What follows belongs to an exercise in optimizing a design on an open flow for small area and few clock cycles per item; a production flow would make more cautious choices. Only simulation tests tie the RTL to the original design; equivalence was not proved.

==> flow/design.v (outline; a module is shown in full before it is edited, if it fits) <==
// module rgb_to_hsi_convert: 16354 lines
module rgb_to_hsi_convert #(
  parameter int unsigned HUE_FRAC_BITS = rhc_pkg::HUE_FRAC_DEF
) (
  input  logic        clk,
  input  logic        rst_n,
  input  logic        in_tvalid,
  output logic        in_tready,
  input  logic [23:0] in_tdata,    
  output logic        out_tvalid,
  input  logic        out_tready,
  output logic [47:0] out_tdata    
);
  // ...
==> flow/run.sh <==
#!/bin/bash
# synth_recipe.tcl (not shown) runs the flow's synth.tcl, then flattens the netlist and writes it again
# the make line also repeats each setting of config.mk as NAME=value (left out here)
make -C /OpenROAD-flow-scripts/flow DESIGN_CONFIG=/design/flow/config.mk WORK_HOME=/design/flow/orfs CLKGATE_MAP_FILE= SYNTH_SCRIPT=/design/flow/synth_recipe.tcl finish
==> flow/config.mk <==
export PLATFORM = sky130hd
export DESIGN_NAME = rgb_to_hsi_convert
export DESIGN_NICKNAME = rgb_to_hsi_convert
export VERILOG_FILES = /design/flow/design.v
export SDC_FILE = /design/flow/constraint.sdc
export NUM_CORES = 4
export LEC_CHECK = 0
export ABC_AREA = 1
export CAP_MARGIN = 20
export CORE_MARGIN = 2
export CORE_UTILIZATION = 40
export SLEW_MARGIN = 20
==> flow/constraint.sdc <==
create_clock -name core_clock -period 12.5 [get_ports {clk}]
set_input_delay 2.5000 -clock core_clock [delete_from_list [all_inputs] [get_ports {clk}]]
set_output_delay 2.5000 -clock core_clock [all_outputs]
set_load 0.01 [all_outputs]
==> impl_summary.log, run 1 <==
[metrics] status: timing/DRC/antenna clean
[metrics] dominant combinational cell family by area after synthesis: adder cells
[metrics] hold path startpoint: dl_dl_x_5775_q2_q3
[metrics] Met2 Routed Length: 54.46 mm
[metrics] largest area contributor in the netlist: edfxtp_1
[metrics] post-synth design cell area: 50170 um2
[metrics] CTS Hold Buffers Added: 0
[metrics] register-to-register path setup slack: 0.69 ns
[metrics] cells taking the most area after synthesis: edfxtp_1 20%, ha_1 18%, fa_1 14%
[metrics] R2R Path Start: cx_x_3729_q3
[metrics] crit path launch type: flop
[metrics] residual DRC count: 0
[metrics] max frequency: between 0.08 and 0.09 GHz
[metrics] slew of the pin with the lowest slew margin: a little over 1 ns
[metrics] Detail Route met3 WL: 2.920 mm
[metrics] total area of multi-input combinational cells: 35980 um2
[metrics] instance area after placement: roughly 53000 um2
[metrics] Layout Cell Area excl Fill: 55440 um2
[metrics] worst-case headroom to the max-slew limit: approximately 32%
[metrics] Core Area: ~120000 um2
[metrics] Final Hold Fails: 0
[metrics] Top cell by count, worst path: nand2_1
[metrics] count of clock buffers in the final design: between 40 and 50
[metrics] share of the synthesized area in the top cell type: between 10% and 20%
Testbench counts, summed over its fixed seeds: cycles 16,032, items 16,000.
==> run 2, diff against run 1 <==
--- a/flow/config.mk
+++ b/flow/config.mk
@@ -8,5 +8,5 @@
 export ABC_AREA = 1
 export CAP_MARGIN = 20
 export CORE_MARGIN = 2
-export CORE_UTILIZATION = 40
+export CORE_UTILIZATION = 55
 export SLEW_MARGIN = 20
==> impl_summary.log, run 2 <==
[metrics] status: timing/DRC/antenna clean
[metrics] worst endpoint required time: roughly 10 ns
[metrics] Fin Clk Skew: 0.02214 ns
[metrics] Compound-Gate Fraction of Synth Area: 10.08%
[metrics] kind of end point of the critical path: output pin
[metrics] count of placed standard cells including taps: 7248
[metrics] Core Area: 90150 um2 (-27%)
[metrics] final-report max-slew violation count: 0
[metrics] CTS root buf: clkbuf_16
[metrics] Ports: 78
[metrics] proportion of synthesized flip-flops having asynchronous set or reset: 0%
[metrics] global-route total usage across every layer: 24.77%
[metrics] vias in the first global route: 38450
[metrics] number of maximum-capacitance violations: 0
[metrics] full die area: 93650 um2
[metrics] Die Y: between 300 and 400 um
[metrics] fraction of the mapped netlist area in adder cells: 32.73%
[metrics] number of DRC violations after detailed-routing iteration 0: 1590
[metrics] delay-heaviest family, CP: adder cells
[metrics] post-synth design cell area: 50170 um2 (unchanged)
[metrics] average detailed-routed wire length per instance: 15.33 um
[metrics] Largest register FFs: 4
[metrics] net count after synthesis: 7108
[metrics] crit path launch type: flop
[metrics] leading cell types in the layout, fill and taps excluded: 1115 x inv_1, 957 x nand2_1, 737 x ha_1, 465 x xor2_1, 375 x a21oi_1
[metrics] number of vias after detailed routing: 37850
[metrics] most common cell in the synthesized netlist: inv_1
[metrics] commonest cells in the netlist: 1118 x inv_1, 966 x nand2_1, 741 x ha_1
[metrics] max frequency: 0.08463 GHz (+0.32%)
[metrics] number of port buffers: 76
[metrics] Sinks on Clock Net: 330
[metrics] dominant synthesized flop cell: edfxtp_1
[metrics] setup repair after global routing missed its margin: true
[metrics] Top reg by flops: vld_r
[metrics] estimated wirelength of the detail-placed design: 96.12 mm
[metrics] synthesis-to-layout area growth: 9.034%
[metrics] initial antenna violation count: 3
[metrics] post-layout minimum cycle time: 11.82 ns
[metrics] number of antenna-violating nets in the routed design: 0
[metrics] number of iterations in the first detailed-routing pass: 6
[metrics] xor-xnor portion of the synthesized cell area: 14.44%
[metrics] mux cell area share after synthesis: less than 1%
[metrics] dominant combinational cell family by area after synthesis: adder cells
[metrics] largest area contributor in the netlist: edfxtp_1
[metrics] fraction of final layout cells sized beyond drive strength 1: 6.355%
[metrics] final standard cell count with taps included and fillers excluded: 7345
[metrics] part of the Yosys area used for sequential elements: 19.67%
[metrics] number of synthesized register bits: 330
[metrics] Rows: 110
[metrics] cells taking the most area after synthesis: edfxtp_1 20%, ha_1 18%, fa_1 14%
[metrics] stage delay of the slowest cell on the critical path: 0.48 ns
[metrics] clock buffer count from CTS: 42
[metrics] worst-case headroom to the max-slew limit: 34.96% (+2.8 points)
[metrics] Gate Count Post-Synth: 5982
[metrics] Buffers & Inverters on Critical Path: 9
[metrics] level count of the clock H-tree: 2
[metrics] critical setup path kind: reg -> out
[metrics] number of warnings printed during yosys synthesis: 1
[metrics] Top cell by count, worst path: inv_1
[metrics] TritonCTS clock tree: done
[metrics] first-pass GRT wire length: between 150 and 200 mm
[metrics] share of the synthesized area in the top cell type: 19.51% (unchanged)
[metrics] post-DR vias/cell: 5.154
[metrics] slew of the pin with the lowest slew margin: 0.9687 ns (-0.04127 ns)
[metrics] count of nets after finishing: roughly 7300
[metrics] Die X: 306.0 um
[metrics] Hold WS: around 0.42 ns
[metrics] placer congestion estimate: 0.8855
[metrics] residual DRC count: 0 (unchanged)
[metrics] global route total overflow: 0
[metrics] EDFF count, synth: 326
[metrics] Worst Path Arrival: between 9 and 10 ns
[metrics] fraction of the mapped netlist area in simple logic gates: 13.55%
[metrics] mean cell area of the mapped netlist: 8.386 um2
[metrics] latest clock arrival within the worst-skew pair: slightly above 0.6 ns
[metrics] maximum net fanout on the critical path: 12
[metrics] initial core utilization: 55.65%
[metrics] setup violators final: 0
[metrics] final WL: 112.6 mm
[metrics] Final Hold Fails: 0 (unchanged)
[metrics] clock-pin transition on the worst setup and hold timing paths: 0.05 ns
[metrics] Unique masters post-synth: between 60 and 70
[metrics] maximum clock insertion buffer count: 3
[metrics] classification of the worst-slack hold path: reg -> reg
[metrics] most common cell after layout, fill and taps aside: inv_1
[metrics] largest net degree at the start of global routing: between 150 and 200
[metrics] Period Utilization, post-route: 94.53%
[metrics] CP max-delay cell: clkdlybuf4s50_1
run 2: final cells by class:
type	count	area, um2
diodes	1	2.502
clock buffers	49	1087
clock inverters	29	246.5
fillers	8265	35450
inverters	1131	4259
multi-input cells	4423	35980
flip-flops and latches	330	9869
well taps	1176	1471
repair buffers	206	1782
run 2: cell families after synthesis:
family,Yosys count
flops,330
simple gates,1619
compound gates,884
fa+ha+maj,1098
other cells,1
mux,3
xor+xnor,817
buf+inv,1230
run 2: timing repair:
item	CTS	global route
hold endpoints to repair	0	0
buffers inserted	1	16
cloned	0	1
pin swaps	1	33
endpoints found under the setup margin	5	62
hold buffers	0	0
resized for setup	1	106
run 2: worst reg2reg max path, delay by kind of cell, from the launching register on:
kind,cells,cell delay [ns]
simple gates,27,2.46
compound gates,32,4.40
fa+ha+maj,7,2.10
xor+xnor,10,1.55
flops,1,0.37
buf+inv,7,0.61
run 2: path summary, 6_finish.rpt:
kind	slack [ns]	end	depth (start not counted)	startpoint
worst max-delay path	0.68	out_tdata[11]	47	ce_x_4825_q4
worst min-delay path	0.42	dq_dq_o_6077_q3_q4	0	dq_o_6077_q3
worst max register to register	0.74	ce_x_4825_q4	83	cu_x_3907_q3
worst min register to register	0.42	dq_dq_o_6077_q3_q4	0	dq_o_6077_q3
run 2: per-stage QoR:
stage | worst slack [ns] | cell area (um2) | setup TNS (ns) | utilization [%]
floorplan | 0.4041 | 50170 | 0 | -
global placement | 0.2045 | 52780 | 0 | 58.55
detailed placement | 0.01628 | 52780 | 0 | 58.55
CTS | 0.004682 | 54130 | 0 | 60.05
global route | -0.2060 | 54700 | -0.4065 | 60.67
finish | 0.6842 | 54700 | 0 | 60.68
run 2: layer usage:
layer  up-vias  global-route usage, %  wire (um)
met1     17690                  30.95      49700
met3       140                  2.226       3159
li1      19540                      -          -
met2       480                  45.53      56880
met5         -                      0         13
met4         2                  6.805       2864
==> run 3, diff against run 2 <==
--- a/flow/config.mk
+++ b/flow/config.mk
@@ -9,4 +9,6 @@
 export CAP_MARGIN = 20
 export CORE_MARGIN = 2
 export CORE_UTILIZATION = 55
+export CTS_CLUSTER_DIAMETER = 60
+export CTS_CLUSTER_SIZE = 30
 export SLEW_MARGIN = 20
==> impl_summary.log, run 3 <==
[metrics] setup TNS after final layout: 0 ns (unchanged)
[metrics] initial antenna violation count: 3 (unchanged)
[metrics] number of antenna-violating nets in the routed design: 0 (unchanged)
[metrics] Top reg by flops: vld_r
[metrics] most common cell after layout, fill and taps aside: inv_1
[metrics] CTS Hold Buffers Added: 0 (unchanged)
[metrics] kind of end point of the critical path: flop
[metrics] full die area: 93650 um2 (unchanged)
[metrics] Worst R2R Path Depth: 83 (unchanged)
[metrics] number of synthesized register bits: 330 (unchanged)
[metrics] cells taking the most area after synthesis: edfxtp_1 20%, ha_1 18%, fa_1 14%
[metrics] number of vias after detailed routing: 37800 (-0.15%)
[metrics] residual DRC count: 0 (unchanged)
[metrics] instance area after placement: 52780 um2 (unchanged)
[metrics] most common cell in the synthesized netlist: inv_1
[metrics] mean cell area of the mapped netlist: 8.386 um2 (unchanged)
[metrics] fraction of final layout cells sized beyond drive strength 1: 6.374% (+0.018 points)
[metrics] estimated wirelength of the detail-placed design: 96.12 mm (unchanged)
[metrics] Unique masters post-synth: 67 (unchanged)
[metrics] hold path depth: 0 (unchanged)
[metrics] Final Hold Fails: 0 (unchanged)
[metrics] # diodes: 0 (-1)
[metrics] worst endpoint required time: 12.84 ns (+2.84 ns)
[metrics] global route total overflow: 0 (unchanged)
[metrics] classification of the worst-slack hold path: reg -> reg
[metrics] part of the Yosys area used for sequential elements: 19.67% (unchanged)
[metrics] Die X: 306.0 um (unchanged)
[metrics] Filler cells: 8218 (-0.57%)
[metrics] number of port buffers: 76 (unchanged)
[metrics] clock-pin transition on the worst setup and hold timing paths: 0.08 ns (+0.03 ns)
[metrics] average detailed-routed wire length per instance: 15.30 um (-0.23%)
[metrics] count of nets after finishing: 7259 (-0.014%)
[metrics] CTS root buf: clkbuf_16
[metrics] stage delay of the slowest cell on the critical path: 0.40 ns (-0.08 ns)
[metrics] slew of the pin with the lowest slew margin: 0.9490 ns (-0.01963 ns)
[metrics] clock buffer count from CTS: 42 (unchanged)
[metrics] post-layout minimum cycle time: 11.90 ns (+0.08638 ns)
[metrics] Top cell by count, worst path: nand2_1
[metrics] setup repair after global routing missed its margin: true
[metrics] first-pass GRT wire length: 189.6 mm (-0.22%)
[metrics] crit path launch type: flop
[metrics] status: timing/DRC/antenna clean
[metrics] Period Utilization, post-route: 95.22% (+0.69 points)
[metrics] post-synth design cell area: 50170 um2 (unchanged)
[metrics] initial core utilization: 55.65% (unchanged)
[metrics] final-report max-slew violation count: 0 (unchanged)
[metrics] post-DR vias/cell: 5.148 (-0.11%)
[metrics] Ports: 78 (unchanged)
[metrics] max frequency: 0.08402 GHz (-0.73%)
[metrics] R2R Path Start: cu_x_3907_q3
[metrics] largest area contributor in the netlist: edfxtp_1
[metrics] commonest cells in the netlist: 1118 x inv_1, 966 x nand2_1, 741 x ha_1
[metrics] synthesis-to-layout area growth: 9.363%
[metrics] fin worst setup slack: 0.5978 ns (-0.08638 ns)
[metrics] terminus of the critical flop-to-flop path: ce_x_4825_q4
[metrics] Worst Path Arrival: 12.25 ns (+2.93 ns)
[metrics] leading cell types in the layout, fill and taps excluded: 1114 x inv_1, 958 x nand2_1, 737 x ha_1, 465 x xor2_1, 377 x a21oi_1
[metrics] hold path startpoint: dq_o_6077_q3
[metrics] net count after synthesis: 7108 (unchanged)
[metrics] Die Y: 306.0 um (unchanged)
[metrics] setup violators final: 0 (unchanged)
[metrics] final WL: 112.3 mm (-0.27%)
[metrics] CP max-delay cell: fa_1
[metrics] Sinks on Clock Net: 330 (unchanged)
[metrics] register-to-register path setup slack: 0.60 ns (-0.14 ns)
[metrics] Core Area: 90150 um2 (unchanged)
[metrics] share of the synthesized area in the top cell type: 19.51% (unchanged)
[metrics] Layout Cell Area excl Fill: 54860 um2 (+0.30%)
[metrics] dominant synthesized flop cell: edfxtp_1
[metrics] global-route total usage across every layer: 24.69% (-0.087 points)
[metrics] critical setup path kind: reg -> reg
[metrics] maximum net fanout on the critical path: 6 (-6)
[metrics] worst setup slack after placement: 0.01628 ns (unchanged)
[metrics] Fin Clk Skew: 0.04447 ns (+0.02233 ns)
[metrics] worst-case headroom to the max-slew limit: 36.28% (+1.3 points)
[metrics] placer congestion estimate: 0.8855 (unchanged)
[metrics] Hold Path Sink: dq_dq_o_6077_q3_q4
[metrics] proportion of synthesized flip-flops having asynchronous set or reset: 0% (unchanged)
[metrics] number of iterations in the first detailed-routing pass: 7 (+1)
[metrics] largest net degree at the start of global routing: 173 (unchanged)
[metrics] maximum clock insertion buffer count: 3 (unchanged)
[metrics] TritonCTS clock tree: done
[metrics] Rows: 110 (unchanged)
[metrics] number of DRC violations after detailed-routing iteration 0: 1674 (+5.3%)
[metrics] vias in the first global route: 38460 (+0.023%)
[metrics] Gate Count Post-Synth: 5982 (unchanged)
[metrics] level count of the clock H-tree: 2 (unchanged)
[metrics] latest clock arrival within the worst-skew pair: 0.62 ns (about the same)
[metrics] EDFF count, synth: 326 (unchanged)
[metrics] number of warnings printed during yosys synthesis: 1 (unchanged)
[metrics] Largest register FFs: 4 (unchanged)
[metrics] number of maximum-capacitance violations: 0 (unchanged)
## run 3: critical path: cells and delay by family, from the launching register on
kind,cells,cell delay (ns)
adders and majority gates,7,2.14
AOI/OAI and AO/OA,32,4.38
and+or+nand+nor,27,2.53
buffers and inverters,7,0.64
DFF,1,0.37
xor gates and xnor gates,10,1.56
## run 3: logic make-up (layout without fill, tap and decap cells)
family	after synthesis	in the layout	synth area share (%)
adder cells (fa/ha/maj)	1098	1098	32.73
XOR/XNOR	817	817	14.44
buffers and inverters	1230	1413	9.458
multiplexers	3	3	0.06484
AO/OA/AOI/OAI	884	884	10.08
AND/OR/NAND/NOR	1619	1620	13.55
other	1	1	0.007475
flip-flops	330	330	19.67
## run 3: per-layer routing
| layer | wire length (um) | track usage (%) | up-vias |
|---|---|---|---|
| met5 | 13 | 0 | - |
| met4 | 2591 | 5.946 | 2 |
| met3 | 3130 | 2.516 | 139 |
| met2 | 56720 | 45.48 | 471 |
| met1 | 49850 | 30.89 | 17640 |
| li1 | - | - | 19540 |
## run 3: how the worst max path moves through the flow
stage            startpoint           end  slack, ns  cells past startpoint
2_1_floorplan  cu_x_3907_q3  ce_x_4825_q4       0.40                     82
3_3_place_gp   in_tdata[10]  c1_n_5494_q1       0.20                     39
3_5_place_dp   in_tdata[10]  c1_n_5494_q1       0.02                     39
4_1_cts        cu_x_3907_q3  ce_x_4825_q4       0.04                     83
5_1_grt        cu_x_3907_q3  ce_x_4825_q4      -0.32                     83
6_report       cu_x_3907_q3  ce_x_4825_q4       0.60                     83
## run 3: timing repair
item	in CTS	in global routing
buffers inserted	1	15
resized for setup	3	99
pin swaps	1	28
gates cloned	0	1
endpoints found under the setup margin	5	61
hold endpoints to repair	0	0
## run 3: final cells by class
| class | instances | area, um2 | area share (%) |
|---|---|---|---|
| tap | 1176 | 1471 | 2.682 |
| sequential | 330 | 9869 | 17.99 |
| clock inverter | 31 | 441.7 | 0.8050 |
| clock buffer | 46 | 1087 | 1.982 |
| inverter | 1131 | 4259 | 7.763 |
| timing repair buffer | 205 | 1770 | 3.227 |
| multi-input combinational | 4423 | 35960 | 65.55 |
## run 3: per-stage QoR
stage	cells	hold slack [ns]	util [%]
floorplan	5982	0.4003	-
global placement	7248	0.4015	58.55
detailed placement	7248	0.4054	58.55
CTS	7326	0.4068	60.27
global route	7342	0.4230	60.86
finish	7342	0.4060	60.86
==> run 4, diff against run 3 <==
--- a/flow/config.mk
+++ b/flow/config.mk
@@ -9,6 +9,5 @@
 export CAP_MARGIN = 20
 export CORE_MARGIN = 2
 export CORE_UTILIZATION = 55
-export CTS_CLUSTER_DIAMETER = 60
-export CTS_CLUSTER_SIZE = 30
+export CTS_BUF_LIST = sky130_fd_sc_hd__clkbuf_8
 export SLEW_MARGIN = 20
==> impl_summary.log, run 4 <==
[metrics] worst endpoint required time: 12.91 ns (+0.07 ns)
[metrics] Die X: 306.0 um (unchanged)
[metrics] max frequency: 0.08394 GHz (about the same)
[metrics] status: timing/DRC/antenna clean
[metrics] CP max-delay cell: fa_1
[metrics] post-layout minimum cycle time: 11.91 ns (+0.01047 ns)
[metrics] level count of the clock H-tree: 3 (+1)
[metrics] estimated wirelength of the detail-placed design: 96.12 mm (unchanged)
[metrics] latest clock arrival within the worst-skew pair: 0.70 ns (+0.08 ns)
[metrics] most common cell in the synthesized netlist: inv_1
[metrics] Core Area: 90150 um2 (unchanged)
[metrics] final-report max-slew violation count: 0 (unchanged)
[metrics] vias in the first global route: 38710 (+0.65%)
[metrics] share of the synthesized area in the top cell type: 19.51% (unchanged)
[metrics] net count after synthesis: 7108 (unchanged)
[metrics] Gate Count Post-Synth: 5982 (unchanged)
[metrics] core utilization of the finished layout: 60.67% (-0.19 points)
[metrics] dominant synthesized flop cell: edfxtp_1
[metrics] largest area contributor in the netlist: edfxtp_1
[metrics] initial core utilization: 55.65% (unchanged)
[metrics] Worst R2R Path Depth: 83 (unchanged)
[metrics] placer congestion estimate: 0.8855 (unchanged)
[metrics] leading cell types in the layout, fill and taps excluded: 1131 x inv_1, 958 x nand2_1, 737 x ha_1, 465 x xor2_1, 374 x a21oi_1
[metrics] slew of the pin with the lowest slew margin: 0.9473 ns (-0.001753 ns)
[metrics] dominant combinational cell family by area after synthesis: adder cells
[metrics] final WL: 113.0 mm (+0.59%)
[metrics] Compound-Gate Fraction of Synth Area: 10.08% (unchanged)
[metrics] count of nets after finishing: 7285 (+0.36%)
[metrics] setup TNS after final layout: 0 ns (unchanged)
[metrics] number of maximum-capacitance violations: 0 (unchanged)
[metrics] grt met1 use: 30.90% (about the same)
[metrics] maximum net fanout on the critical path: 6 (unchanged)
[metrics] commonest cells in the netlist: 1118 x inv_1, 966 x nand2_1, 741 x ha_1
[metrics] TritonCTS clock tree: done
[metrics] xor-xnor portion of the synthesized cell area: 14.44% (unchanged)
[metrics] Largest register FFs: 4 (unchanged)
[metrics] number of port buffers: 76 (unchanged)
[metrics] number of antenna-violating nets in the routed design: 0 (unchanged)
[metrics] global-route total usage across every layer: 24.90% (+0.21 points)
[metrics] full die area: 93650 um2 (unchanged)
[metrics] Sinks on Clock Net: 330 (unchanged)
[metrics] Filler cells: 8282 (+0.78%)
[metrics] Most Used Layer, Global Route: met2
[metrics] part of the Yosys area used for sequential elements: 19.67% (unchanged)
[metrics] Fin Clk Skew: 0.03748 ns (-0.006991 ns)
[metrics] average detailed-routed wire length per instance: 15.29 um (about the same)
[metrics] number of synthesized register bits: 330 (unchanged)
[metrics] number of iterations in the first detailed-routing pass: 5 (-2)
[metrics] hold path depth: 0 (unchanged)
[metrics] number of vias after detailed routing: 37990 (+0.51%)
[metrics] met3 Track Usage GR: 2.924% (+0.41 points)
[metrics] largest net degree at the start of global routing: 173 (unchanged)
[metrics] Rows: 110 (unchanged)
[metrics] cells taking the most area after synthesis: edfxtp_1 20%, ha_1 18%, fa_1 14%
[metrics] cell count along the critical path: 83 (unchanged)
[metrics] Final Hold Fails: 0 (unchanged)
[metrics] Period Utilization, post-route: 95.30% (about the same)
[metrics] EDFF count, synth: 326 (unchanged)
[metrics] clock-pin transition on the worst setup and hold timing paths: 0.06 ns (-0.02 ns)
[metrics] initial antenna violation count: 5 (+2)
[metrics] Unique masters post-synth: 67 (unchanged)
[metrics] crit path launch type: flop
[metrics] setup repair after global routing missed its margin: true
[metrics] met2 capacity usage during global routing: 45.52% (+0.048 points)
[metrics] maximum clock insertion buffer count: 3 (unchanged)
[metrics] CTS Hold Buffers Added: 0 (unchanged)
[metrics] worst-case headroom to the max-slew limit: 36.39% (+0.12 points)
[metrics] Buffers & Inverters on Critical Path: 7 (unchanged)
[metrics] fraction of the mapped netlist area in adder cells: 32.73% (unchanged)
[metrics] CTS root buf: clkbuf_8
[metrics] mux cell area share after synthesis: 0.06485% (unchanged)
[metrics] Ports: 78 (unchanged)
[metrics] Top reg by flops: vld_r
[metrics] global route total overflow: 0 (unchanged)
[metrics] stage delay of the slowest cell on the critical path: 0.40 ns (about the same)
[metrics] number of DRC violations after detailed-routing iteration 0: 1643 (-1.9%)
[metrics] mean cell area of the mapped netlist: 8.386 um2 (unchanged)
[metrics] worst setup slack after placement: 0.01628 ns (unchanged)
[metrics] number of warnings printed during yosys synthesis: 1 (unchanged)
[metrics] clock buffer count from CTS: 66 (+57%)
[metrics] critical setup path kind: reg -> reg
[metrics] fin worst setup slack: 0.5873 ns (-0.01047 ns)
[metrics] kind of end point of the critical path: flop
[metrics] classification of the worst-slack hold path: reg -> reg
[metrics] Die Y: 306.0 um (unchanged)
[metrics] first-pass GRT wire length: 190.5 mm (+0.48%)
[metrics] setup violators final: 0 (unchanged)
[metrics] proportion of synthesized flip-flops having asynchronous set or reset: 0% (unchanged)
[metrics] fraction of the mapped netlist area in simple logic gates: 13.55% (unchanged)
[metrics] post-synth design cell area: 50170 um2 (unchanged)
[metrics] residual DRC count: 0 (unchanged)
[metrics] Top cell by count, worst path: nand2_1
[metrics] fraction of final layout cells sized beyond drive strength 1: 6.668% (+0.29 points)
[metrics] post-DR vias/cell: 5.142 (-0.11%)
[metrics] Worst Path Arrival: 12.33 ns (+0.08 ns)
[metrics] synthesis-to-layout area growth: 9.026%
[metrics] most common cell after layout, fill and taps aside: inv_1
[metrics] delay-heaviest family, CP: compound AO/OA/AOI/OAI gates
==> run 4: worst paths after layout <==
check | from | endpoint | slack (ns)
max | cu_x_3907_q3 | ce_x_4825_q4 | 0.59
min | fl_fl_n_296_q1_q2 | fl_fl_fl_n_296_q1_q2_q3 | 0.40
max reg2reg | cu_x_3907_q3 | ce_x_4825_q4 | 0.59
min reg2reg | fl_fl_n_296_q1_q2 | fl_fl_fl_n_296_q1_q2_q3 | 0.40
==> run 4: through the flow <==
stage	instances	cell area [um2]	hold slack (ns)
CTS	7367	54130	0.4088
global route	7387	54700	0.4239
finish	7387	54700	0.4043
floorplan	5982	50170	0.4003
global placement	7248	52780	0.4015
detailed placement	7248	52780	0.4054
==> run 4: kinds of logic (layout without fill, tap and decap cells) <==
| family | Yosys count | count (layout) |
|---|---|---|
| other | 1 | 3 |
| AO/OA/AOI/OAI | 884 | 884 |
| multiplexers | 3 | 3 |
| flip-flops | 330 | 330 |
| AND/OR/NAND/NOR | 1619 | 1620 |
| adder cells (fa/ha/maj) | 1098 | 1098 |
| buffers and inverters | 1230 | 1456 |
| XOR/XNOR | 817 | 817 |
==> run 4: cell type report <==
type | count | area (um2) | area share, %
Sequential cell | 330 | 9869 | 18.04
Inverter | 1131 | 4259 | 7.787
Clock buffer | 66 | 908.4 | 1.661
Tap cell | 1176 | 1471 | 2.690
Multi-Input combinational cell | 4423 | 35970 | 65.77
Timing Repair Buffer | 207 | 1789 | 3.271
Clock inverter | 52 | 417.9 | 0.7641
Antenna cell | 2 | 5.005 | 0.009150
==> run 4: metal layers <==
layer | share of wire [%] | wire length, um
met5 | 0.012 | 13
met4 | 2.6 | 2942
met3 | 3.0 | 3390
met2 | 50 | 56780
met1 | 44 | 49850
==> run 4: timing repair <==
item                       4_1_cts  5_1_grt
buffers inserted                 1       17
setup endpoints to repair        8       60
cloned                           0        1
pin swaps                        1       31
hold endpoints to repair         0        0
gates resized for setup          4      102
==> run 5, diff against run 4 <==
--- a/flow/config.mk
+++ b/flow/config.mk
@@ -8,6 +8,6 @@
 export ABC_AREA = 1
 export CAP_MARGIN = 20
 export CORE_MARGIN = 2
-export CORE_UTILIZATION = 55
+export CORE_UTILIZATION = 80
 export CTS_BUF_LIST = sky130_fd_sc_hd__clkbuf_8
 export SLEW_MARGIN = 20
==> impl_summary.log, run 5 <==
[metrics] register-to-register path setup slack: -2.11 ns (-2.69 ns)
[metrics] slew of the pin with the lowest slew margin: 1.218 ns (+0.2711 ns)
[metrics] Die Y: 254.4 um (-17%)
[metrics] synthesis-to-layout area growth: 8.111%
[metrics] net count after synthesis: 7108 (unchanged)
[metrics] number of port buffers: 76 (unchanged)
[metrics] dominant synthesized flop cell: edfxtp_1
[metrics] full die area: 64730 um2 (-31%)
[metrics] post-synth design cell area: 50170 um2 (unchanged)
[metrics] terminus of the critical flop-to-flop path: ce_x_4825_q4
[metrics] stage delay of the slowest cell on the critical path: 0.43 ns (+0.03 ns)
[metrics] Worst R2R Path Depth: 82 (-1.2%)
[metrics] post-DR vias/cell: 5.989 (+16%)
[metrics] CP max-delay cell: edfxtp_1
[metrics] storage element area: 9869 um2 (unchanged)
[metrics] CTS root buf: clkbuf_8
[metrics] maximum net fanout on the critical path: 8 (+2)
[metrics] number of warnings printed during yosys synthesis: 1 (unchanged)
[metrics] Top reg by flops: vld_r
[metrics] status: failed layout checks
[metrics] critical setup path kind: reg -> reg
[metrics] clock buffer count from CTS: 58 (-12%)
[metrics] Unique masters post-synth: 67 (unchanged)
[metrics] worst-case headroom to the max-slew limit: 18.60% (-18 points)
[metrics] Fin Clk Skew: 0.04567 ns (+0.008187 ns)
[metrics] cells taking the most area after synthesis: edfxtp_1 20%, ha_1 18%, fa_1 14%
[metrics] worst setup path startpoint: cx_x_3733_q3
[metrics] mean cell area of the mapped netlist: 8.386 um2 (unchanged)
[metrics] fin worst setup slack: -2.107 ns (-2.695 ns)
[metrics] residual DRC count: 0 (unchanged)
[metrics] number of maximum-capacitance violations: 0 (unchanged)
[metrics] Filler cells: 3225 (-61%)
[metrics] post-layout minimum cycle time: 14.61 ns (+2.695 ns)
[metrics] Worst Path Arrival: 15.05 ns (+2.72 ns)
[metrics] worst endpoint required time: 12.94 ns (+0.03 ns)
[metrics] Layout Cell Area excl Fill: 54240 um2 (-0.84%)
[metrics] clock-pin transition on the worst setup and hold timing paths: 0.08 ns (+0.02 ns)
[metrics] fraction of final layout cells sized beyond drive strength 1: 6.795% (+0.13 points)
[metrics] global route total overflow: 0 (unchanged)
[metrics] commonest cells in the netlist: 1118 x inv_1, 966 x nand2_1, 741 x ha_1
[metrics] kind of end point of the critical path: flop
[metrics] EDFF count, synth: 326 (unchanged)
[metrics] largest area contributor in the netlist: edfxtp_1
[metrics] leading cell types in the layout, fill and taps excluded: 1121 x inv_1, 950 x nand2_1, 734 x ha_1, 464 x xor2_1, 375 x a21oi_1
[metrics] Period Utilization, post-route: 116.9% (+22 points)
[metrics] Largest register FFs: 4 (unchanged)
[metrics] final-report max-slew violation count: 0 (unchanged)
[metrics] count of nets after finishing: 7261 (-0.33%)
[metrics] estimated wirelength of the detail-placed design: 94.07 mm (-2.1%)
[metrics] maximum clock insertion buffer count: 3 (unchanged)
[metrics] setup violators final: 24 (+24)
[metrics] number of antenna-violating nets in the routed design: 0 (unchanged)
[metrics] Die X: 254.4 um (-17%)
[metrics] Ports: 78 (unchanged)
[metrics] Failing Checks: setup timing
[metrics] CTS Hold Buffers Added: 0 (unchanged)
[metrics] proportion of synthesized flip-flops having asynchronous set or reset: 0% (unchanged)
[metrics] initial antenna violation count: 5 (unchanged)
[metrics] level count of the clock H-tree: 2 (-1)
[metrics] Sinks on Clock Net: 330 (unchanged)
[metrics] crit path launch type: flop
[metrics] Core Area: 61830 um2 (-31%)
[metrics] classification of the worst-slack hold path: reg -> reg
[metrics] share of the synthesized area in the top cell type: 19.51% (unchanged)
[metrics] Final Hold Fails: 0 (unchanged)
[metrics] placer congestion estimate: 0.9342 (+5.5%)
[metrics] most common cell after layout, fill and taps aside: inv_1
[metrics] vias in the first global route: 40520 (+4.7%)
[metrics] initial core utilization: 81.14% (+25 points)
[metrics] instance area after placement: 51930 um2 (-1.6%)
[metrics] setup repair after global routing missed its margin: true
[metrics] final standard cell count with taps included and fillers excluded: 7024 (-4.9%)
[metrics] Rows: 91 (-17%)
[metrics] max frequency: 0.06846 GHz (-18%)
[metrics] count of placed standard cells including taps: 6853 (-5.4%)
[metrics] R2R Path Start: cx_x_3733_q3
[metrics] total area of multi-input combinational cells: 36140 um2 (+0.45%)
[metrics] crit path to: ce_x_4825_q4
[metrics] Hold WS: 0.3936 ns (-0.01067 ns)
[metrics] first-pass GRT wire length: 188.8 mm (-0.90%)
[metrics] largest net degree at the start of global routing: 186 (+7.5%)
[metrics] TritonCTS clock tree: done
[metrics] global-route total usage across every layer: 36.03% (+11 points)
[metrics] number of synthesized register bits: 330 (unchanged)
[metrics] average detailed-routed wire length per instance: 18.61 um (+22%)
[metrics] final WL: 130.7 mm (+16%)
[metrics] part of the Yosys area used for sequential elements: 19.67% (unchanged)
[metrics] Gate Count Post-Synth: 5982 (unchanged)
[metrics] latest clock arrival within the worst-skew pair: 0.70 ns (about the same)
[metrics] Top cell by count, worst path: nand2_1
[metrics] number of DRC violations after detailed-routing iteration 0: 3580 (+120%)
[metrics] number of vias after detailed routing: 42070 (+11%)
[metrics] most common cell in the synthesized netlist: inv_1
[metrics] number of iterations in the first detailed-routing pass: 9 (+4)
-- run 5: changes by cell type in the layout (fill, tap and decap cells not counted), moves of 5 or more --
cell,previous run,this run
xnor2_1,333,328
inv_2,13,18
nand2_1,958,950
dlymetal6s2s_1,2,8
o21ai_1,22,28
clkbuf_8,66,58
o21ai_0,211,204
inv_1,1131,1121
clkdlybuf4s50_1,74,68
buf_4,126,111
-- run 5: worst min-delay path by stage --
stage / from / to / slack [ns] / cells past startpoint
floorplan: c1_c1_c1_n_5494_q1_q2_q3 / c1_c1_c1_c1_n_5494_q1_q2_q3_q4 / 0.40 / 0
global placement: dq_o_6413_q3 / dq_dq_o_6413_q3_q4 / 0.40 / 0
detailed placement: dq_o_6161_q3 / dq_dq_o_6161_q3_q4 / 0.40 / 0
CTS: dir_n_1623_q2 / dir_dir_n_1623_q2_q3 / 0.41 / 0
global route: dir_n_3501_q3 / dir_dir_n_3501_q3_q4 / 0.42 / 0
finish: dir_n_3501_q3 / dir_dir_n_3501_q3_q4 / 0.39 / 0
-- run 5: area by class of cell --
cell class | instances | share of cell area, %
Antenna cell | 6 | 0.02768
Clock buffer | 58 | 1.472
Clock inverter | 48 | 0.7267
Inverter | 1131 | 7.860
Multi-Input combinational cell | 4422 | 66.63
Sequential cell | 330 | 18.20
Tap cell | 837 | 1.931
Timing Repair Buffer | 192 | 3.156
-- run 5: logic make-up after synthesis --
| family | after synthesis | synth area share, % |
|---|---|---|
| AOI/OAI and AO/OA | 884 | 10.08 |
| xor gates and xnor gates | 817 | 14.44 |
| adders and majority gates | 1098 | 32.73 |
| buffers and inverters | 1230 | 9.458 |
| DFF | 330 | 19.67 |
| muxes | 3 | 0.06484 |
| other | 1 | 0.007475 |
| and+or+nand+nor | 1619 | 13.55 |
-- run 5: through the flow --
step           setup WS [ns]  utilization, %  setup TNS [ns]
5_1_grt               -2.726           87.71          -41.89
3_3_place_gp          0.4267           83.99               0
4_1_cts              0.01238           86.13               0
2_1_floorplan         0.4041               -               0
3_5_place_dp         -0.3580           83.99         -0.3580
6_report              -2.107           87.72          -17.80
-- run 5: repair_timing --
item,4_1_cts,5_1_grt
gates cloned,0,0
endpoints found under the setup margin,13,68
buffers inserted,8,50
pin swaps,8,61
resized for setup,21,137
-- run 5: metal layers --
| metal | up-vias | part of all wire, % | global-route usage [%] |
|---|---|---|---|
| li1 | 19560 | - | - |
| met1 | 19710 | 36 | 41.03 |
| met2 | 2034 | 49 | 66.20 |
| met3 | 764 | 8.1 | 4.613 |
| met4 | 6 | 7.0 | 18.25 |
| met5 | - | 0.15 | 0 |
-- run 5: worst max-delay path: cells and delay by family, from the launching register on --
family	cells	cell delay, ns
flip-flops	1	0.43
XOR/XNOR	10	1.85
AND/OR/NAND/NOR	28	3.77
AO/OA/AOI/OAI	29	5.22
buffers and inverters	10	1.33
adder cells (fa/ha/maj)	5	1.74
==> run 6, diff against run 5 <==
--- a/flow/config.mk
+++ b/flow/config.mk
@@ -8,6 +8,6 @@
 export ABC_AREA = 1
 export CAP_MARGIN = 20
 export CORE_MARGIN = 2
-export CORE_UTILIZATION = 80
+export CORE_UTILIZATION = 70
 export CTS_BUF_LIST = sky130_fd_sc_hd__clkbuf_8
 export SLEW_MARGIN = 20
==> impl_summary.log, run 6 <==
[metrics] Layout Cell Area excl Fill: 53970 um2 (-0.50%)
[metrics] number of warnings printed during yosys synthesis: 1 (unchanged)
[metrics] register-to-register path setup slack: 0.62 ns (+2.73 ns)
[metrics] part of the Yosys area used for sequential elements: 19.67% (unchanged)
[metrics] synthesis-to-layout area growth: 7.572%
[metrics] Die X: 271.7 um (+6.8%)
[metrics] level count of the clock H-tree: 2 (unchanged)
[metrics] kind of end point of the critical path: output pin
[metrics] Hold Path Sink: dq_dq_o_6413_q3_q4
[metrics] Fin Clk Skew: 0.05048 ns (+0.004806 ns)
[metrics] Sinks on Clock Net: 330 (unchanged)
[metrics] status: timing/DRC/antenna clean
[metrics] CP max-delay cell: edfxtp_1
[metrics] stage delay of the slowest cell on the critical path: 0.49 ns (+0.06 ns)
[metrics] classification of the worst-slack hold path: reg -> reg
[metrics] number of synthesized register bits: 330 (unchanged)
[metrics] final WL: 108.7 mm (-17%)
[metrics] hold path startpoint: dq_o_6413_q3
[metrics] number of DRC violations after detailed-routing iteration 0: 1899 (-47%)
[metrics] initial core utilization: 70.42% (-11 points)
[metrics] worst-case headroom to the max-slew limit: 22.64% (+4.0 points)
[metrics] post-layout minimum cycle time: 11.99 ns (-2.622 ns)
[metrics] Final Hold Fails: 0 (unchanged)
[metrics] initial antenna violation count: 2 (-3)
[metrics] largest net degree at the start of global routing: 79 (-58%)
[metrics] first-pass GRT wire length: 179.2 mm (-5.1%)
[metrics] vias in the first global route: 38120 (-5.9%)
[metrics] Top reg by flops: vld_r
[metrics] estimated wirelength of the detail-placed design: 91.31 mm (-2.9%)
[metrics] cells taking the most area after synthesis: edfxtp_1 20%, ha_1 18%, fa_1 14%
[metrics] cell count along the critical path: 48 (-41%)
[metrics] setup repair after global routing missed its margin: true
[metrics] Worst R2R Path Depth: 83 (+1.2%)
[metrics] TritonCTS clock tree: done
[metrics] instance area after placement: 52090 um2 (+0.32%)
[metrics] final standard cell count with taps included and fillers excluded: 7104 (+1.1%)
[metrics] CTS Hold Buffers Added: 0 (unchanged)
[metrics] leading cell types in the layout, fill and taps excluded: 1128 x inv_1, 958 x nand2_1, 737 x ha_1, 464 x xor2_1, 382 x a21oi_1
[metrics] fraction of final layout cells sized beyond drive strength 1: 5.883% (-0.91 points)
[metrics] Worst Path Arrival: 9.49 ns (-5.56 ns)
[metrics] post-DR vias/cell: 5.420 (-9.5%)
[metrics] mean cell area of the mapped netlist: 8.386 um2 (unchanged)
[metrics] largest area contributor in the netlist: edfxtp_1
[metrics] dominant synthesized flop cell: edfxtp_1
[metrics] number of port buffers: 76 (unchanged)
[metrics] crit path launch type: flop
[metrics] most common cell in the synthesized netlist: inv_1
[metrics] critical setup path kind: reg -> out
[metrics] Period Utilization, post-route: 95.89% (-21 points)
[metrics] post-synth design cell area: 50170 um2 (unchanged)
[metrics] count of placed standard cells including taps: 6971 (+1.7%)
[metrics] global route total overflow: 0 (unchanged)
[metrics] clock-pin transition on the worst setup and hold timing paths: 0.06 ns (-0.02 ns)
[metrics] Largest register FFs: 4 (unchanged)
[metrics] residual DRC count: 0 (unchanged)
[metrics] average detailed-routed wire length per instance: 15.30 um (-18%)
[metrics] hold path depth: 0 (unchanged)
[metrics] net count after synthesis: 7108 (unchanged)
[metrics] delay-heaviest family, CP: adder cells
[metrics] clock buffer count from CTS: 59 (+1.7%)
[metrics] total area of multi-input combinational cells: 35990 um2 (-0.42%)
[metrics] full die area: 73820 um2 (+14%)
[metrics] R2R Path Start: cu_x_3907_q3
[metrics] max frequency: 0.08343 GHz (+22%)
[metrics] share of the synthesized area in the top cell type: 19.51% (unchanged)
[metrics] maximum clock insertion buffer count: 3 (unchanged)
[metrics] EDFF count, synth: 326 (unchanged)
[metrics] storage element area: 9869 um2 (unchanged)
[metrics] Ports: 78 (unchanged)
[metrics] number of antenna-violating nets in the routed design: 0 (unchanged)
[metrics] slew of the pin with the lowest slew margin: 1.160 ns (-0.05798 ns)
[metrics] Buffers & Inverters on Critical Path: 9 (-1)
[metrics] Top cell by count, worst path: inv_1
[metrics] worst endpoint required time: 10.00 ns (-2.94 ns)
[metrics] setup violators final: 0 (-100%)
[metrics] Filler cells: 5426 (+68%)
[metrics] commonest cells in the netlist: 1118 x inv_1, 966 x nand2_1, 741 x ha_1
[metrics] most common cell after layout, fill and taps aside: inv_1
[metrics] proportion of synthesized flip-flops having asynchronous set or reset: 0% (unchanged)
[metrics] Rows: 98 (+7.7%)
[metrics] latest clock arrival within the worst-skew pair: 0.71 ns (about the same)
[metrics] number of iterations in the first detailed-routing pass: 5 (-4)
[metrics] global-route total usage across every layer: 29.43% (-6.6 points)
[metrics] CTS root buf: clkbuf_8
[metrics] Unique masters post-synth: 67 (unchanged)
[metrics] Gate Count Post-Synth: 5982 (unchanged)
[metrics] number of vias after detailed routing: 38500 (-8.5%)
[metrics] Core Area: 71240 um2 (+15%)
[metrics] number of maximum-capacitance violations: 0 (unchanged)
[metrics] maximum net fanout on the critical path: 5 (-3)
[metrics] final-report max-slew violation count: 0 (unchanged)
[metrics] placer congestion estimate: 0.9117 (-2.4%)
[metrics] count of nets after finishing: 7234 (-0.37%)
[metrics] terminus of the critical flop-to-flop path: ce_x_4825_q4
[metrics] Die Y: 271.7 um (+6.8%)
-- run 6: layer usage --
metal / part of all wire [%] / routed length [um] / GRT usage, % / vias up
met3: 4.2 / 4522 / 3.459 / 212
met2: 50 / 54130 / 52.95 / 749
li1: - / - / - / 19480
met4: 3.1 / 3334 / 8.994 / 2
met1: 43 / 46670 / 36.96 / 18070
met5: 0.012 / 13 / 0 / -
-- run 6: worst max-delay path by stage --
| stage | from | to | slack (ns) |
|---|---|---|---|
| floorplan | cu_x_3907_q3 | ce_x_4825_q4 | 0.40 |
| global placement | in_tdata[17] | c1_n_5494_q1 | 0.38 |
| detailed placement | cu_x_3907_q3 | ce_x_4825_q4 | -0.11 |
| CTS | ce_x_4825_q4 | out_tdata[11] | 0.03 |
| global route | cx_x_3731_q3 | ce_x_4825_q4 | -0.50 |
| finish | ce_x_4825_q4 | out_tdata[11] | 0.51 |
-- run 6: layout make-up --
| type | instances | share of cell area (%) |
|---|---|---|
| multi-input combinational | 4423 | 66.68 |
| sequential | 330 | 18.29 |
| inverter | 1131 | 7.885 |
| timing repair buffer | 163 | 2.701 |
| tap | 950 | 2.203 |
| clock buffer | 59 | 1.505 |
| clock inverter | 47 | 0.7303 |
| antenna | 1 | 0.004637 |
-- run 6: repair_timing --
| item | CTS | global route |
|---|---|---|
| setup buffers | 1 | 25 |
| gates cloned | 0 | 1 |
| endpoints found under the setup margin | 10 | 61 |
| gates resized for setup | 10 | 108 |
| hold endpoints to repair | 0 | 0 |
| pin swaps | 1 | 39 |
-- run 6: through the flow --
stage	setup WS (ns)	setup TNS (ns)	hold slack (ns)	util (%)
final	0.5143	0	0.4097	75.75
after global routing	-0.4964	-0.8203	0.4132	75.75
after CTS	0.03252	0	0.4100	74.90
after detailed placement	-0.1114	-0.1114	0.4045	73.12
after global placement	0.3792	0	0.4007	73.12
after floorplan	0.4041	0	0.4003	-
-- run 6: logic make-up (layout without fill, tap and decap cells) --
| family | count (synthesis) | after routing | share of synthesized area (%) |
|---|---|---|---|
| and+or+nand+nor | 1619 | 1620 | 13.55 |
| adders and majority gates | 1098 | 1098 | 32.73 |
| other | 1 | 2 | 0.007475 |
| DFF | 330 | 330 | 19.67 |
| muxes | 3 | 3 | 0.06484 |
| buffers and inverters | 1230 | 1400 | 9.458 |
| AOI/OAI and AO/OA | 884 | 884 | 10.08 |
| xor gates and xnor gates | 817 | 817 | 14.44 |
==> run 7, diff against run 6 <==
--- a/flow/config.mk
+++ b/flow/config.mk
@@ -10,4 +10,5 @@
 export CORE_MARGIN = 2
 export CORE_UTILIZATION = 70
 export CTS_BUF_LIST = sky130_fd_sc_hd__clkbuf_8
+export GPL_TIMING_DRIVEN = 0
 export SLEW_MARGIN = 20
==> impl_summary.log, run 7 <==
[metrics] status: failed layout checks
[metrics] Failing Checks: setup timing
[metrics] worst setup slack after placement: -2.304 ns (-2.193 ns)
[metrics] count of placed standard cells including taps: 7014 (+0.62%)
[metrics] number of DRC violations after detailed-routing iteration 0: 1910 (+0.58%)
[metrics] Period Utilization, post-route: 100.1% (+4.2 points)
[metrics] Die X: 271.7 um (unchanged)
[metrics] placer congestion estimate: 0.9075 (-0.46%)
[metrics] most common cell after layout, fill and taps aside: inv_1
[metrics] max frequency: 0.07994 GHz (-4.2%)
[metrics] classification of the worst-slack hold path: reg -> reg
[metrics] critical setup path kind: reg -> reg
[metrics] setup repair after global routing missed its margin: true
[metrics] slew of the pin with the lowest slew margin: 1.000 ns (-0.1601 ns)
[metrics] Top cell by count, worst path: a21oi_2
[metrics] Largest register FFs: 4 (unchanged)
[metrics] Die Y: 271.7 um (unchanged)
[metrics] number of iterations in the first detailed-routing pass: 5 (unchanged)
[metrics] Top reg by flops: vld_r
[metrics] mean cell area of the mapped netlist: 8.386 um2 (unchanged)
[metrics] CTS Hold Buffers Added: 0 (unchanged)
[metrics] setup violators final: 1 (+1)
[metrics] first-pass GRT wire length: 179.3 mm (about the same)
[metrics] final-report max-slew violation count: 0 (unchanged)
[metrics] dominant synthesized flop cell: edfxtp_1
[metrics] Ports: 78 (unchanged)
[metrics] full die area: 73820 um2 (unchanged)
[metrics] Fin Clk Skew: 0.05538 ns (+0.004910 ns)
[metrics] count of nets after finishing: 7364 (+1.8%)
[metrics] TritonCTS clock tree: done
[metrics] proportion of synthesized flip-flops having asynchronous set or reset: 0% (unchanged)
[metrics] maximum net fanout on the critical path: 6 (+1)
[metrics] share of the synthesized area in the top cell type: 19.51% (unchanged)
[metrics] number of vias after detailed routing: 39220 (+1.9%)
[metrics] level count of the clock H-tree: 2 (unchanged)
[metrics] fin worst setup slack: -0.008811 ns (-0.5231 ns)
[metrics] part of the Yosys area used for sequential elements: 19.67% (unchanged)
[metrics] maximum clock insertion buffer count: 3 (unchanged)
[metrics] stage delay of the slowest cell on the critical path: 0.41 ns (-0.08 ns)
[metrics] commonest cells in the netlist: 1118 x inv_1, 966 x nand2_1, 741 x ha_1
[metrics] Gate Count Post-Synth: 5982 (unchanged)
[metrics] global route total overflow: 0 (unchanged)
[metrics] number of antenna-violating nets in the routed design: 0 (unchanged)
[metrics] CTS root buf: clkbuf_8
[metrics] leading cell types in the layout, fill and taps excluded: 1116 x inv_1, 944 x nand2_1, 731 x ha_1, 460 x xor2_1, 365 x a21oi_1
[metrics] fraction of final layout cells sized beyond drive strength 1: 8.531% (+2.6 points)
[metrics] Unique masters post-synth: 67 (unchanged)
[metrics] Sinks on Clock Net: 330 (unchanged)
[metrics] Rows: 98 (unchanged)
[metrics] cells taking the most area after synthesis: edfxtp_1 20%, ha_1 18%, fa_1 14%
[metrics] hold path depth: 0 (unchanged)
[metrics] worst endpoint required time: 12.88 ns (+2.88 ns)
[metrics] kind of end point of the critical path: flop
[metrics] number of synthesized register bits: 330 (unchanged)
[metrics] net count after synthesis: 7108 (unchanged)
[metrics] most common cell in the synthesized netlist: inv_1
[metrics] clock buffer count from CTS: 58 (-1.7%)
[metrics] Worst R2R Path Depth: 85 (+2.4%)
[metrics] residual DRC count: 0 (unchanged)
[metrics] crit path launch type: flop
[metrics] synthesis-to-layout area growth: 10.42%
[metrics] initial antenna violation count: 2 (unchanged)
[metrics] setup TNS after final layout: -0.008811 ns (-0.008811 ns)
[metrics] CP max-delay cell: fa_2
[metrics] vias in the first global route: 38380 (+0.67%)
[metrics] Final Hold Fails: 0 (unchanged)
[metrics] final standard cell count with taps included and fillers excluded: 7235 (+1.8%)
[metrics] number of port buffers: 76 (unchanged)
[metrics] latest clock arrival within the worst-skew pair: 0.68 ns (-0.03 ns)
[metrics] initial core utilization: 70.42% (unchanged)
[metrics] clock-pin transition on the worst setup and hold timing paths: 0.06 ns (about the same)
[metrics] post-layout minimum cycle time: 12.51 ns (+0.5231 ns)
[metrics] core utilization of the finished layout: 77.76% (+2.0 points)
[metrics] estimated wirelength of the detail-placed design: 90.80 mm (-0.56%)
[metrics] worst-case headroom to the max-slew limit: 32.83% (+10 points)
[metrics] EDFF count, synth: 326 (unchanged)
[metrics] largest area contributor in the netlist: edfxtp_1
[metrics] average detailed-routed wire length per instance: 15.48 um (+1.2%)
[metrics] number of maximum-capacitance violations: 0 (unchanged)
[metrics] Worst Path Arrival: 12.89 ns (+3.40 ns)
[metrics] global-route total usage across every layer: 29.41% (about the same)
[metrics] largest net degree at the start of global routing: 117 (+48%)
[metrics] Hold WS: 0.4017 ns (-0.008025 ns)
[metrics] post-DR vias/cell: 5.421 (about the same)
[metrics] post-synth design cell area: 50170 um2 (unchanged)
[metrics] final WL: 112.0 mm (+3.1%)
[metrics] Core Area: 71240 um2 (unchanged)
[metrics] number of warnings printed during yosys synthesis: 1 (unchanged)
## run 7: cell count changes in the layout (fill, tap and decap cells not counted), sizes merged, moves of 4 or more
cell,before,now
inv,1146,1139
clkinv,25,21
clkinvlp,1,7
clkbuf,59,103
bufinv,6,10
buf,87,174
## run 7: through the flow
step                instance area (um2)
floorplan                         50170
global placement                  52120
detailed placement                52230
CTS                               53980
global route                      55390
finish                            55400
## run 7: cell families (layout without fill, tap and decap cells)
| family | count (synthesis) | in the layout | synth area share [%] |
|---|---|---|---|
| AND/OR/NAND/NOR | 1619 | 1620 | 13.55 |
| flip-flops | 330 | 330 | 19.67 |
| buffers and inverters | 1230 | 1530 | 9.458 |
| XOR/XNOR | 817 | 817 | 14.44 |
| other | 1 | 3 | 0.007475 |
| multiplexers | 3 | 3 | 0.06484 |
| adder cells (fa/ha/maj) | 1098 | 1098 | 32.73 |
| AO/OA/AOI/OAI | 884 | 884 | 10.08 |
## run 7: worst max-delay path, delay by kind of cell, from the launching register on
kind                       cells  cell delay [ns]
AOI/OAI and AO/OA             33             4.42
xor gates and xnor gates      10             1.64
adders and majority gates      7             2.17
buffers and inverters          8             0.90
DFF                            1             0.39
and+or+nand+nor               27             2.75
## run 7: cell type report
cell class,count,area [um2]
Sequential cell,330,9869
Buffer,94,593.1
Multi-Input combinational cell,4423,36380
Fill cell,5221,15850
Inverter,1131,4267
Tap cell,950,1189
Timing Repair Buffer,200,1800
Antenna cell,2,5.005
Clock buffer,59,812.0
Clock inverter,46,479.2
## run 7: final timing paths
check                     startpoint                       end  slack, ns
setup / recovery        cx_x_3729_q3              ce_x_4825_q4     -0.009
hold / removal    dq_dq_o_5909_q2_q3  dq_dq_dq_o_5909_q2_q3_q4       0.40
setup reg to reg        cx_x_3729_q3              ce_x_4825_q4     -0.009
hold reg to reg   dq_dq_o_5909_q2_q3  dq_dq_dq_o_5909_q2_q3_q4       0.40
## run 7: timing repair
action,in CTS,in global routing
endpoints found under the setup margin,49,73
gates cloned,0,3
pin swaps,21,90
buffers inserted,30,86
resized for setup,72,192
## run 7: per-layer routing
metal	wire length (um)	global-route usage, %	share of wire (%)
met5	0	0	0
met4	4266	10.45	3.8
met3	4327	2.972	3.9
met2	58350	55.10	52
met1	45080	34.80	40
==> run 8, diff against run 7 <==
--- a/flow/config.mk
+++ b/flow/config.mk
@@ -8,7 +8,6 @@
 export ABC_AREA = 1
 export CAP_MARGIN = 20
 export CORE_MARGIN = 2
-export CORE_UTILIZATION = 70
-export CTS_BUF_LIST = sky130_fd_sc_hd__clkbuf_8
-export GPL_TIMING_DRIVEN = 0
+export CORE_UTILIZATION = 55
+export CTS_BUF_LIST = sky130_fd_sc_hd__clkbuf_4 sky130_fd_sc_hd__clkbuf_8
 export SLEW_MARGIN = 20
==> impl_summary.log, run 8 <==
[metrics] status: timing/DRC/antenna clean
[metrics] placer congestion estimate: 0.8855 (-2.4%)
[metrics] number of synthesized register bits: 330 (unchanged)
[metrics] critical setup path kind: reg -> reg
[metrics] number of antenna-violating nets in the routed design: 0 (unchanged)
[metrics] crit path launch type: flop
[metrics] initial core utilization: 55.65% (-15 points)
[metrics] global-route total usage across every layer: 24.90% (-4.5 points)
[metrics] Final Hold Fails: 0 (unchanged)
[metrics] most common cell after layout, fill and taps aside: inv_1
[metrics] residual DRC count: 0 (unchanged)
[metrics] hold path depth: 0 (unchanged)
[metrics] proportion of synthesized flip-flops having asynchronous set or reset: 0% (unchanged)
[metrics] setup repair after global routing missed its margin: true
[metrics] level count of the clock H-tree: 3 (+1)
[metrics] setup violators final: 0 (-1)
[metrics] leading cell types in the layout, fill and taps excluded: 1114 x inv_1, 958 x nand2_1, 737 x ha_1, 465 x xor2_1, 374 x a21oi_1
[metrics] CTS root buf: clkbuf_8
[metrics] slew of the pin with the lowest slew margin: 0.9511 ns (-0.04925 ns)
[metrics] largest area contributor in the netlist: edfxtp_1
[metrics] part of the Yosys area used for sequential elements: 19.67% (unchanged)
[metrics] net count after synthesis: 7108 (unchanged)
[metrics] CP max-delay cell: fa_1
[metrics] first-pass GRT wire length: 190.5 mm (+6.2%)
[metrics] Rows: 110 (+12%)
[metrics] Worst Path Arrival: 12.34 ns (-0.55 ns)
[metrics] Top cell by count, worst path: nand2_1
[metrics] worst setup path startpoint: cu_x_3907_q3
[metrics] post-layout minimum cycle time: 11.92 ns (-0.5861 ns)
[metrics] estimated wirelength of the detail-placed design: 96.12 mm (+5.9%)
[metrics] worst-case headroom to the max-slew limit: 36.14% (+3.3 points)
[metrics] Hold WS: 0.4052 ns (+0.003457 ns)
[metrics] count of nets after finishing: 7285 (-1.1%)
[metrics] Unique masters post-synth: 67 (unchanged)
[metrics] clock buffer count from CTS: 66 (+14%)
[metrics] Gate Count Post-Synth: 5982 (unchanged)
[metrics] setup TNS after final layout: 0 ns (+0.008811 ns)
[metrics] largest net degree at the start of global routing: 173 (+48%)
[metrics] global route total overflow: 0 (unchanged)
[metrics] cells taking the most area after synthesis: edfxtp_1 20%, ha_1 18%, fa_1 14%
[metrics] R2R Path Start: cu_x_3907_q3
[metrics] number of vias after detailed routing: 38030 (-3.0%)
[metrics] Hold Path Sink: fl_fl_fl_n_296_q1_q2_q3
[metrics] maximum net fanout on the critical path: 6 (unchanged)
[metrics] worst endpoint required time: 12.91 ns (+0.03 ns)
[metrics] register-to-register path setup slack: 0.58 ns (+0.59 ns)
[metrics] clock-pin transition on the worst setup and hold timing paths: 0.06 ns (about the same)
[metrics] final WL: 113.1 mm (+0.92%)
[metrics] number of DRC violations after detailed-routing iteration 0: 1719 (-10%)
[metrics] Layout Cell Area excl Fill: 54760 um2 (-1.1%)
[metrics] classification of the worst-slack hold path: reg -> reg
[metrics] Largest register FFs: 4 (unchanged)
[metrics] Period Utilization, post-route: 95.38% (-4.7 points)
[metrics] final standard cell count with taps included and fillers excluded: 7387 (+2.1%)
[metrics] number of maximum-capacitance violations: 0 (unchanged)
[metrics] Core Area: 90150 um2 (+27%)
[metrics] fraction of final layout cells sized beyond drive strength 1: 6.942% (-1.6 points)
[metrics] maximum clock insertion buffer count: 3 (unchanged)
[metrics] post-synth design cell area: 50170 um2 (unchanged)
[metrics] Sinks on Clock Net: 330 (unchanged)
[metrics] instance area after placement: 52780 um2 (+1.1%)
[metrics] EDFF count, synth: 326 (unchanged)
[metrics] average detailed-routed wire length per instance: 15.30 um (-1.2%)
[metrics] latest clock arrival within the worst-skew pair: 0.70 ns (+0.02 ns)
[metrics] Die X: 306.0 um (+13%)
[metrics] count of placed standard cells including taps: 7248 (+3.3%)
[metrics] share of the synthesized area in the top cell type: 19.51% (unchanged)
[metrics] commonest cells in the netlist: 1118 x inv_1, 966 x nand2_1, 741 x ha_1
[metrics] most common cell in the synthesized netlist: inv_1
[metrics] Die Y: 306.0 um (+13%)
[metrics] mean cell area of the mapped netlist: 8.386 um2 (unchanged)
[metrics] TritonCTS clock tree: done
[metrics] initial antenna violation count: 5 (+3)
[metrics] Fin Clk Skew: 0.03747 ns (-0.01791 ns)
[metrics] final-report max-slew violation count: 0 (unchanged)
[metrics] number of warnings printed during yosys synthesis: 1 (unchanged)
[metrics] Ports: 78 (unchanged)
[metrics] hold path startpoint: fl_fl_n_296_q1_q2
[metrics] post-DR vias/cell: 5.148 (-5.0%)
[metrics] Worst R2R Path Depth: 83 (-2.4%)
[metrics] terminus of the critical flop-to-flop path: ce_x_4825_q4
[metrics] synthesis-to-layout area growth: 9.153%
[metrics] vias in the first global route: 38730 (+0.91%)
[metrics] dominant synthesized flop cell: edfxtp_1
[metrics] max frequency: 0.08387 GHz (+4.9%)
[metrics] number of iterations in the first detailed-routing pass: 5 (unchanged)
[metrics] full die area: 93650 um2 (+27%)
[metrics] Top reg by flops: vld_r
[metrics] number of port buffers: 76 (unchanged)
[metrics] stage delay of the slowest cell on the critical path: 0.40 ns (about the same)
[metrics] kind of end point of the critical path: flop
[run 8: how the worst max path moves through the flow]
stage | end | slack, ns | cells after the start
3_5_place_dp | c1_n_5494_q1 | 0.02 | 39
4_1_cts | out_tdata[8] | 0.001 | 49
5_1_grt | ce_x_4825_q4 | -0.32 | 83
2_1_floorplan | ce_x_4825_q4 | 0.40 | 82
6_report | ce_x_4825_q4 | 0.58 | 83
3_3_place_gp | c1_n_5494_q1 | 0.20 | 39
[run 8: critical path: cells and delay by family, from the launching register on]
kind	cells	cell delay, ns
xor gates and xnor gates	10	1.50
adders and majority gates	7	2.21
AOI/OAI and AO/OA	32	4.36
DFF	1	0.37
and+or+nand+nor	27	2.51
buffers and inverters	7	0.62
[run 8: what timing repair did]
action,in CTS,in global routing
hold buffers,0,0
hold endpoints to repair,0,0
setup endpoints to repair,8,60
pin swaps,1,31
cloned,0,1
buffers inserted,1,17
resized for setup,4,102
[run 8: cell type report]
| type | count | area [um2] |
|---|---|---|
| Clock buffer | 83 | 1036 |
| Multi-Input combinational cell | 4423 | 35970 |
| Timing Repair Buffer | 207 | 1789 |
| Antenna cell | 2 | 5.005 |
| Tap cell | 1176 | 1471 |
| Inverter | 1131 | 4259 |
| Clock inverter | 35 | 354.1 |
| Fill cell | 8278 | 35390 |
| Sequential cell | 330 | 9869 |
[run 8: routing by layer]
metal	global-route usage [%]	part of all wire (%)	vias to the layer above
met1	30.87	44	17710
met4	6.748	2.6	2
met2	45.55	50	544
li1	-	-	19600
met5	0	0.011	-
met3	2.924	3.1	166
[run 8: cells by family (layout without fill, tap and decap cells)]
| family | after synthesis | count (layout) | synth area share, % |
|---|---|---|---|
| simple gates | 1619 | 1620 | 13.55 |
| buf+inv | 1230 | 1456 | 9.458 |
| fa+ha+maj | 1098 | 1098 | 32.73 |
| compound gates | 884 | 884 | 10.08 |
| xor+xnor | 817 | 817 | 14.44 |
| flops | 330 | 330 | 19.67 |
| mux | 3 | 3 | 0.06484 |
| other cells | 1 | 3 | 0.007475 |
[run 8: stage by stage]
stage                     util, %  setup slack, ns
after floorplan                 -           0.4041
after CTS                   60.12         0.001418
after global routing        60.74          -0.3233
after detailed placement    58.55          0.01628
final                       60.74           0.5773
after global placement      58.55           0.2045

## separate check: timing with driven ports
The results above use ideal ports. As a check the final layouts listed here were re-extracted and re-timed, cells and wires unchanged.
Step 1, drivers: a clkbuf_16 drives clk and a buf_2 each remaining input, both assumed.
Step 2 also shifts input and output timing later by t, the mid clock arrival at the registers, as if the neighbouring blocks saw the same clock.
Three values: ideal, step 1, step 2; two values: the first two.
run | shift t [ns] | slack for setup (ns) | worst hold slack (ns) | worst setup path at the end
run 1 | 0.677 | 0.647 / 0.571 / 0.103 | 0.412 / 0.412 / 0.412 | input to register
run 2 | 0.663 | 0.684 / 0.620 / 0.097 | 0.416 / 0.416 / 0.416 | input to register
run 3 | 0.661 | 0.598 / 0.598 / 0.079 | 0.406 / 0.406 / 0.406 | input to register
run 4 | 0.744 | 0.587 / 0.587 / 0.002 | 0.404 / 0.404 / 0.404 | input to register
run 5 | 0.736 | -2.107 / -2.107 / -2.107 | 0.394 / 0.394 / 0.394 | register to register
run 6 | 0.752 | 0.514 / 0.445 / 0.202 | 0.410 / 0.410 / 0.410 | input to register
run 7 | 0.716 | -0.009 / -0.009 / -0.162 | 0.402 / 0.402 / 0.402 | input to register
run 8 | 0.746 | 0.577 / 0.577 / 0.002 | 0.405 / 0.405 / 0.405 | input to register
For run 2, which loses most, drivers alone change the setup slack by -0.064 ns; drivers and shift together by -0.587 ns.
